This design comes from an exercise in tuning for small area and a short achievable clock period on the open sky130 flow, not from production work. In this exercise RTL edits were held to simulation tests only and were not proved equivalent to the original.

== run 1 ==
## memoryManagementUnit
module memoryManagementUnit (
	input wire logic clock,
	input wire logic reset,
	input wire logic [mmuPkg::addressWidth-1:0] virtualAddress,
	input wire logic affectRandomIndexCounter,
	output logic tlbMiss,
	output logic [mmuPkg::addressWidth-1:0] physicalAddress,
	output logic physicalAddressWriteAllowed,
	output logic physicalAddressValid,
	input wire logic randomizeEntryIndex,
	input wire logic writeEntryEnable,
	input wire logic [2:0] specialRegisterReadIndex,
	output logic [mmuPkg::addressWidth-1:0] specialRegisterReadValue,
	input wire logic [mmuPkg::addressWidth-1:0] specialRegisterExplicitWriteValue,
	input wire logic tlbIndexWriteEnable,
	input wire logic tlbIndexDataSource,
	input wire logic tlbEntryHighWriteEnable,
	input wire logic [1:0] tlbEntryHighDataSource,
	input wire logic tlbEntryLowWriteEnable,
	input wire logic [1:0] tlbEntryLowDataSource,
	input wire logic tlbBadAddressWriteEnable,
	input wire logic tlbBadAddressDataSource
);
For scale: about 5100 cells after synthesis, about 1500 flip-flops, roughly 68000 sq um of cells after synthesis.
==> module tlbEntryStore, before the edit <==
module tlbEntryStore (
	input wire logic clock,
	input wire logic reset,
	input wire mmuPkg::pageNumberT searchKey,
	output logic found,
	output mmuPkg::entryIndexT matchIndex,
	output mmuPkg::entryValueT matchValue,
	input wire logic [mmuPkg::entryCount-1:0] accessSelect,
	output mmuPkg::pageNumberT readKey,
	output mmuPkg::entryValueT readValue,
	input wire mmuPkg::pageNumberT writeKey,
	input wire mmuPkg::entryValueT writeValue,
	input wire logic writeEnable
);
	localparam int n = mmuPkg::entryCount;
	mmuPkg::pageNumberT keys [0:n-1];
	logic [mmuPkg::pageNumberWidth+1:0] values [0:n-1];
	mmuPkg::pageNumberT loadKey;
	logic [mmuPkg::pageNumberWidth+1:0] loadValue;
	logic [n-1:0] loadEntry;
	assign loadKey = writeKey & {mmuPkg::pageNumberWidth{!reset}};
	assign loadValue = writeValue & {(mmuPkg::pageNumberWidth + 2){!reset}};
	assign loadEntry = {n{reset}} | ({n{writeEnable}} & accessSelect);
	always_ff @(posedge clock) begin
		for (int i = 0; i < n; i++) begin
			if (loadEntry[i]) begin
				keys[i] <= loadKey;
				values[i] <= loadValue;
			end
		end
	end
	localparam int groupSize = 4;
	localparam int groupCount = n / groupSize;
	logic [n-1:0] hits;
	always_comb begin
		for (int i = 0; i < n; i++) begin
			hits[i] = (keys[i] == searchKey);
		end
	end
	assign found = |hits;
	logic [n-1:0] firstInGroup;
	logic [groupCount-1:0] groupHit;
	logic [groupCount-1:0] firstGroup;
	logic [mmuPkg::pageNumberWidth+1:0] groupValue [0:groupCount-1];
	logic [1:0] groupIndex [0:groupCount-1];
	always_comb begin
		for (int g = 0; g < groupCount; g++) begin
			groupHit[g] = |hits[g*groupSize +: groupSize];
			groupValue[g] = '0;
			groupIndex[g] = '0;
			for (int j = 0; j < groupSize; j++) begin
				firstInGroup[g*groupSize + j] = hits[g*groupSize + j];
				for (int k = 0; k < j; k++) begin
					firstInGroup[g*groupSize + j] = firstInGroup[g*groupSize + j] && !hits[g*groupSize + k];
				end
				groupValue[g] = groupValue[g] |
					(firstInGroup[g*groupSize + j] ? values[g*groupSize + j] : '0);
				groupIndex[g] = groupIndex[g] | (firstInGroup[g*groupSize + j] ? 2'(j) : 2'd0);
			end
		end
		for (int g = 0; g < groupCount; g++) begin
			firstGroup[g] = groupHit[g];
			for (int k = 0; k < g; k++) begin
				firstGroup[g] = firstGroup[g] && !groupHit[k];
			end
		end
	end
	always_comb begin
		matchIndex = '0;
		matchValue = '0;
		for (int g = 0; g < groupCount; g++) begin
			matchIndex = matchIndex | (firstGroup[g] ? {3'(g), groupIndex[g]} : '0);
			matchValue = matchValue | (firstGroup[g] ? groupValue[g] : '0);
		end
	end
	always_comb begin
		readKey = '0;
		readValue = '0;
		for (int i = 0; i < n; i++) begin
			readKey = readKey | (accessSelect[i] ? keys[i] : '0);
			readValue = readValue | (accessSelect[i] ? values[i] : '0);
		end
	end
endmodule
export LEC_CHECK = 0
export CAP_MARGIN = 20
export CORE_MARGIN = 2
export CORE_UTILIZATION = 45
export PLACE_DENSITY = 0.6
export SETUP_SLACK_MARGIN = 3.0
export SLEW_MARGIN = 20
create_clock -name core_clock -period 6.5 [get_ports {clock}]
standard.sh (not shown) runs the stock make flow with config.mk's settings and CLKGATE_MAP_FILE= SYNTH_SCRIPT=/design/flow/synth_recipe.tcl, a recipe that flattens the netlist after the stock synthesis.
==> flow/flow/run.sh <==
#!/bin/bash
# Standard ORFS layout with two changes: the resizer may swap a cell for any footprint,
# and the port buffers start as plain buffers instead of delay cells.
set -o pipefail
bash standard.sh MATCH_CELL_FOOTPRINT=0 "BUFFER_PORTS_ARGS=-buffer_cell sky130_fd_sc_hd__buf_2" finish > standard_flow.log 2>&1
--- input diff run 1..run 2 ---
-- flow/design.v --
<<< run 1, line 73
	end
	assign found = |hits;
	logic [n-1:0] firstInGroup;
	logic [groupCount-1:0] groupHit;
	logic [groupCount-1:0] firstGroup;
	logic [mmuPkg::pageNumberWidth+1:0] groupValue [0:groupCount-1];
	logic [1:0] groupIndex [0:groupCount-1];
	always_comb begin
		for (int g = 0; g < groupCount; g++) begin
			groupHit[g] = |hits[g*groupSize +: groupSize];
			groupValue[g] = '0;
			groupIndex[g] = '0;
			for (int j = 0; j < groupSize; j++) begin
				firstInGroup[g*groupSize + j] = hits[g*groupSize + j];
				for (int k = 0; k < j; k++) begin
					firstInGroup[g*groupSize + j] = firstInGroup[g*groupSize + j] && !hits[g*groupSize + k];
				end
				groupValue[g] = groupValue[g] |
					(firstInGroup[g*groupSize + j] ? values[g*groupSize + j] : '0);
				groupIndex[g] = groupIndex[g] | (firstInGroup[g*groupSize + j] ? 2'(j) : 2'd0);
			end
		end
		for (int g = 0; g < groupCount; g++) begin
			firstGroup[g] = groupHit[g];
			for (int k = 0; k < g; k++) begin
				firstGroup[g] = firstGroup[g] && !groupHit[k];
			end
		end
	end
	always_comb begin
		matchIndex = '0;
		matchValue = '0;
		for (int g = 0; g < groupCount; g++) begin
			matchIndex = matchIndex | (firstGroup[g] ? {3'(g), groupIndex[g]} : '0);
			matchValue = matchValue | (firstGroup[g] ? groupValue[g] : '0);
		end
	end
	always_comb begin
		readKey = '0;
>>> run 2, line 73
	end
	assign found = |hits;
	localparam int levels = mmuPkg::indexWidth;
	localparam int nodeCount = 2 * n - 1;
	logic treeHit [0:nodeCount-1];
	logic [mmuPkg::pageNumberWidth+1:0] treeValue [0:nodeCount-1];
	logic [mmuPkg::indexWidth-1:0] treeIndex [0:nodeCount-1];
	function automatic int levelStart(input int level);
		int start;
		start = 0;
		for (int l = 0; l < level; l++) begin
			start = start + (n >> l);
		end
		levelStart = start;
	endfunction
	always_comb begin
		for (int i = 0; i < n; i++) begin
			treeHit[i] = hits[i];
			treeValue[i] = (i == n - 1) ? (hits[i] ? values[i] : '0) : values[i];
			treeIndex[i] = '0;
		end
		for (int level = 1; level <= levels; level++) begin
			for (int j = 0; j < (n >> level); j++) begin
				treeHit[levelStart(level) + j] =
					treeHit[levelStart(level - 1) + 2*j] | treeHit[levelStart(level - 1) + 2*j + 1];
				treeValue[levelStart(level) + j] = treeHit[levelStart(level - 1) + 2*j] ?
					treeValue[levelStart(level - 1) + 2*j] : treeValue[levelStart(level - 1) + 2*j + 1];
				treeIndex[levelStart(level) + j] = treeHit[levelStart(level - 1) + 2*j] ?
					treeIndex[levelStart(level - 1) + 2*j] : treeIndex[levelStart(level - 1) + 2*j + 1];
				treeIndex[levelStart(level) + j][level - 1] = !treeHit[levelStart(level - 1) + 2*j];
			end
		end
	end
	assign matchValue = treeValue[nodeCount-1];
	assign matchIndex = treeIndex[nodeCount-1];
	always_comb begin
		readKey = '0;
==> results.txt <==
- Status: die area parity (run 1, run 2)
- Non-clock buffer contribution to total cell area for run 2: 0.27 points up relative to run 1
- Between run 1 and run 2, the adder and majority cell fraction of the synthesized area does not differ in any meaningful way.
- Of the two values seen for launching instance or port of the critical path, virtualAddress[13] was produced by run 2 and virtualAddress[24] by run 1.
- Cmp run 1 and run 2 / global-route usage / higher: run 2
- Run 2 — number of antenna violations at the first check in global routing 6 lower, run 1 as reference
- The final reports for run 2 and run 1 show cell total after placement lower in the former.
- Per the comparison of run 2 with run 1, final design area excluding fillers level; filler-free cell count of the finished design went down.

afterwards: timing with drivers on the ports:
The results above use ideal ports. As a check the final layouts listed here were re-extracted and re-timed, cells and wires unchanged.
Step 1 (the two cells are an assumption about what drives the block):
set clk [get_ports {clock}]
set_driving_cell -lib_cell sky130_fd_sc_hd__clkbuf_16 $clk
set_driving_cell -lib_cell sky130_fd_sc_hd__buf_2 [delete_from_list [all_inputs] $clk]
Step 2, shift: input delay + t, output delay - t, t = (earliest + latest rising clock arrival at the registers) / 2. This alone moves slack from input paths to output paths.
Three values: ideal, step 1, step 2; two values: the first two.
run	t (ns)	setup slack, ns	worst setup path after step 2	slew at the worst register clock pin (ns)	worst slew at a driven data input, ns
run 1	0.925	2.108 / 2.029 / 1.104	input to register	0.07 / 0.07	0.20
run 2	0.903	2.443 / 2.316 / 1.413	input to register	0.07 / 0.07	0.35
After both steps setup and hold are still met in every run listed. The setup slack of run 2, which loses most, moves by -0.127 ns with the drivers and by -1.030 ns with both steps.
